This is an optimization exercise on Yosys and OpenROAD, whose aim is small area and a short achievable clock period, not a production implementation.
In this exercise RTL edits were held to simulation tests only and were not proved equivalent to the original.
No activity file was given, so power comes from the tool's default toggle rates.

red:
Design m68kCacheTop, start of the top module:
module m68kCacheTop (
	input logic Clock,
	input logic Reset_L,
	input logic AS_L,
	input logic UDS_L,
	input logic LDS_L,
	input logic WE_L,
	input logic DramSelect,
	input m68kBusPkg::busAddr CpuAddr,
	input m68kBusPkg::busWord CpuDataIn,
	output m68kBusPkg::busWord CpuDataOut,
	output logic DtackToCpu_L,
	output logic DramSel_L,
	output logic DramAS_L,
	output logic DramUDS_L,
	output logic DramLDS_L,
	output logic DramWE_L,
	output m68kBusPkg::busAddr DramAddr,
	output m68kBusPkg::busWord DramDataOut,
	input m68kBusPkg::busWord DramDataIn,
	input logic DramDtack_L,
	input logic CAS_Dram_L,
	input logic RAS_Dram_L
);
For scale: roughly 5000 flip-flops.
==> flow/config.mk <==
export PLATFORM = sky130hd
export DESIGN_NAME = m68kCacheTop
export DESIGN_NICKNAME = m68kCacheTop
export VERILOG_FILES = /design/flow/design.v
export SDC_FILE = /design/flow/constraint.sdc
export NUM_CORES = 4
export LEC_CHECK = 0
export ABC_CLOCK_PERIOD_IN_PS = 3000
export CAP_MARGIN = 20
export CORE_MARGIN = 2
export CORE_UTILIZATION = 50
export CTS_BUF_LIST = sky130_fd_sc_hd__clkbuf_8
export CTS_CLUSTER_DIAMETER = 50
export CTS_CLUSTER_SIZE = 16
export SLEW_MARGIN = 20
export SETUP_SLACK_MARGIN = 5.7
==> flow/constraint.sdc <==
create_clock -name core_clock -period 10.0 [get_ports {Clock}]
set_input_delay 2.0000 -clock core_clock [delete_from_list [all_inputs] [get_ports {Clock}]]
set_output_delay 2.0000 -clock core_clock [all_outputs]
set_load 0.01 [all_outputs]
standard.sh (not shown) runs the stock make flow with config.mk's settings and CLKGATE_MAP_FILE= SYNTH_SCRIPT=/design/flow/synth_recipe.tcl, a recipe that flattens the netlist after the stock synthesis.
==> flow/flow/run.sh <==
#!/bin/bash
set -euo pipefail
echo "export SETUP_SLACK_MARGIN = 5.7" >> config.mk
export SETUP_SLACK_MARGIN=5.7
bash standard.sh > flow_make.log 2>&1
Relative to red, the following input files were edited for blue:
Settings: SETUP_SLACK_MARGIN: 5.7 -> 5.
==> flow/run.sh (new file) <==
#!/bin/bash
# synth_recipe.tcl (not shown) runs the flow's synth.tcl, then flattens the netlist and writes it again
# the make line also repeats each setting of config.mk as NAME=value (left out here)
make -C /OpenROAD-flow-scripts/flow DESIGN_CONFIG=/design/flow/config.mk WORK_HOME=/design/flow/orfs CLKGATE_MAP_FILE= SYNTH_SCRIPT=/design/flow/synth_recipe.tcl finish
removed: flow/flow/run.sh
removed: flow/standard.sh
## What came out
Relative to red, the TritonCTS buffer count measured on blue has increased slightly. As far as total nets after synthesis goes, blue and red are indistinguishable; the numbers are identical. Per the comparison of blue with red, post-route minimum period went up by 0.33 ns; non-clock buffer count has decreased. Clock network power delta (blue -> red): insignificant.


m68kCacheTop, a different RTL version from the one above (not shown whole).
Size: about 11000 cells after synthesis, roughly 5000 flip-flops, about 140 I/O pins, about 140000 sq um of cells after synthesis.
export LEC_CHECK = 0
export ABC_CLOCK_PERIOD_IN_PS = 3000
export CAP_MARGIN = 20
export CORE_MARGIN = 2
export CORE_UTILIZATION = 60
export CTS_BUF_LIST = sky130_fd_sc_hd__clkbuf_8
export CTS_CLUSTER_DIAMETER = 50
export CTS_CLUSTER_SIZE = 16
export SLEW_MARGIN = 20
export SETUP_SLACK_MARGIN = 5.7
create_clock -name core_clock -period 10.0 [get_ports {Clock}]
==> flow/flow/run.sh <==
#!/bin/bash
set -euo pipefail
echo "export SETUP_SLACK_MARGIN = 5.7" >> config.mk
export SETUP_SLACK_MARGIN=5.7
bash standard.sh > flow_make.log 2>&1
Edit:
CORE_UTILIZATION = 50   (was 60)
What happened:
- The new run went through all stages and came out clean
- setup slack improved by 0.013 ns
- clock-buffer cell count increases by 13
- core utilization drops by 11 points
Edit:
--- a/flow/flow/run.sh
+++ b/flow/flow/run.sh
@@ -4,2 +4,3 @@
 export SETUP_SLACK_MARGIN=5.7
+export PRE_IO_PLACEMENT_TCL="$PWD/flow/io_pairs.tcl"
 bash standard.sh > flow_make.log 2>&1
==> flow/flow/io_pairs.tcl (new file) <==
# keep each input next to the output it drives straight through
proc my_pair {a b} {
  set_io_pin_constraint -pin_names [list $a $b] -group -order
}
for {set i 0} {$i < 32} {incr i} {
  my_pair "CpuAddr\[$i\]" "DramAddr\[$i\]"
}
for {set i 0} {$i < 16} {incr i} {
  my_pair "CpuDataIn\[$i\]" "DramDataOut\[$i\]"
}
my_pair UDS_L DramUDS_L
my_pair LDS_L DramLDS_L
my_pair AS_L DramAS_L
my_pair WE_L DramWE_L
my_pair DramDtack_L DtackToCpu_L
The new run produced a clean layout.
Total power goes up slightly.
Wire length is lower slightly.
Cell count goes down slightly.
Clock power barely changes.
First-iteration DRC count is lower by a few percent.
Sequential power barely changes.
Final area decreases slightly.


Setup of run Z:
Another version of the RTL of m68kCacheTop (not shown whole).
Size: roughly 5000 flip-flops, roughly 140 I/O pins.
Settings: LEC_CHECK=0, ABC_CLOCK_PERIOD_IN_PS=3000, CAP_MARGIN=20, CORE_MARGIN=2, CORE_UTILIZATION=60, CTS_BUF_LIST=sky130_fd_sc_hd__clkbuf_8, CTS_CLUSTER_DIAMETER=50, CTS_CLUSTER_SIZE=16, SLEW_MARGIN=20, SETUP_SLACK_MARGIN=5.7; clock period 10.0 ns.
==> flow/flow/run.sh <==
#!/bin/bash
set -euo pipefail
echo "export SETUP_SLACK_MARGIN = 5.7" >> config.mk
export SETUP_SLACK_MARGIN=5.7
export PRE_IO_PLACEMENT_TCL="$PWD/flow/io_pairs.tcl"
bash standard.sh > flow_make.log 2>&1
==> flow/flow/io_pairs.tcl <==
# keep each input next to the output it drives straight through
proc my_pair {a b} {
  set_io_pin_constraint -pin_names [list $a $b] -group -order
}
for {set i 0} {$i < 32} {incr i} {
  my_pair "CpuAddr\[$i\]" "DramAddr\[$i\]"
}
for {set i 0} {$i < 16} {incr i} {
  my_pair "CpuDataIn\[$i\]" "DramDataOut\[$i\]"
}
my_pair UDS_L DramUDS_L
my_pair LDS_L DramLDS_L
my_pair AS_L DramAS_L
my_pair WE_L DramWE_L
my_pair DramDtack_L DtackToCpu_L
Modified inputs, run P compared to run Z
- CORE_UTILIZATION now 50, was 60
[summary]
Count of vias placed by the detailed router improves in run P relative to run Z. Diff run P..run Z | synthesized netlist cell count | unchanged. Relative to run Z, the final cell area reported for run P is higher.

[static timing again, ports no longer ideal]
The results above use ideal ports. As a check the final layouts listed here were re-extracted and re-timed, cells and wires unchanged. Step 1: set_driving_cell puts a clkbuf_16 on Clock and a buf_2 on each other input, an assumption about the parent block. Step 2 moves the port delays by t, midway between the first and last clock arrival at a register: inputs arrive t later, outputs are due t later. That takes back most of the time a late clock gives input paths. Three values: ideal, step 1, step 2; two values: the first two.
run	t (ns)	setup slack, ns	worst setup path at the end	latest minus earliest clock arrival (ns)
red	1.250	5.350 / 5.245 / 3.995	input to register	0.093 / 0.093
blue	1.235	5.019 / 4.951 / 3.858	input to register	0.082 / 0.082
the first run of note 2	1.220	5.436 / 5.297 / 4.078	input to register	0.101 / 0.101
the second run of note 2	1.255	5.450 / 5.408 / 4.192	input to register	0.112 / 0.112
the third run of note 2	1.224	5.470 / 5.370 / 4.146	input to register	0.128 / 0.128
run Z	1.207	5.389 / 5.243 / 4.036	input to register	0.084 / 0.085
run P	1.232	5.417 / 5.233 / 4.001	input to register	0.107 / 0.107
After both steps every run listed still meets setup and hold. The setup slack of run P, which loses most, moves by -0.184 ns with the drivers and by -1.416 ns with both steps.
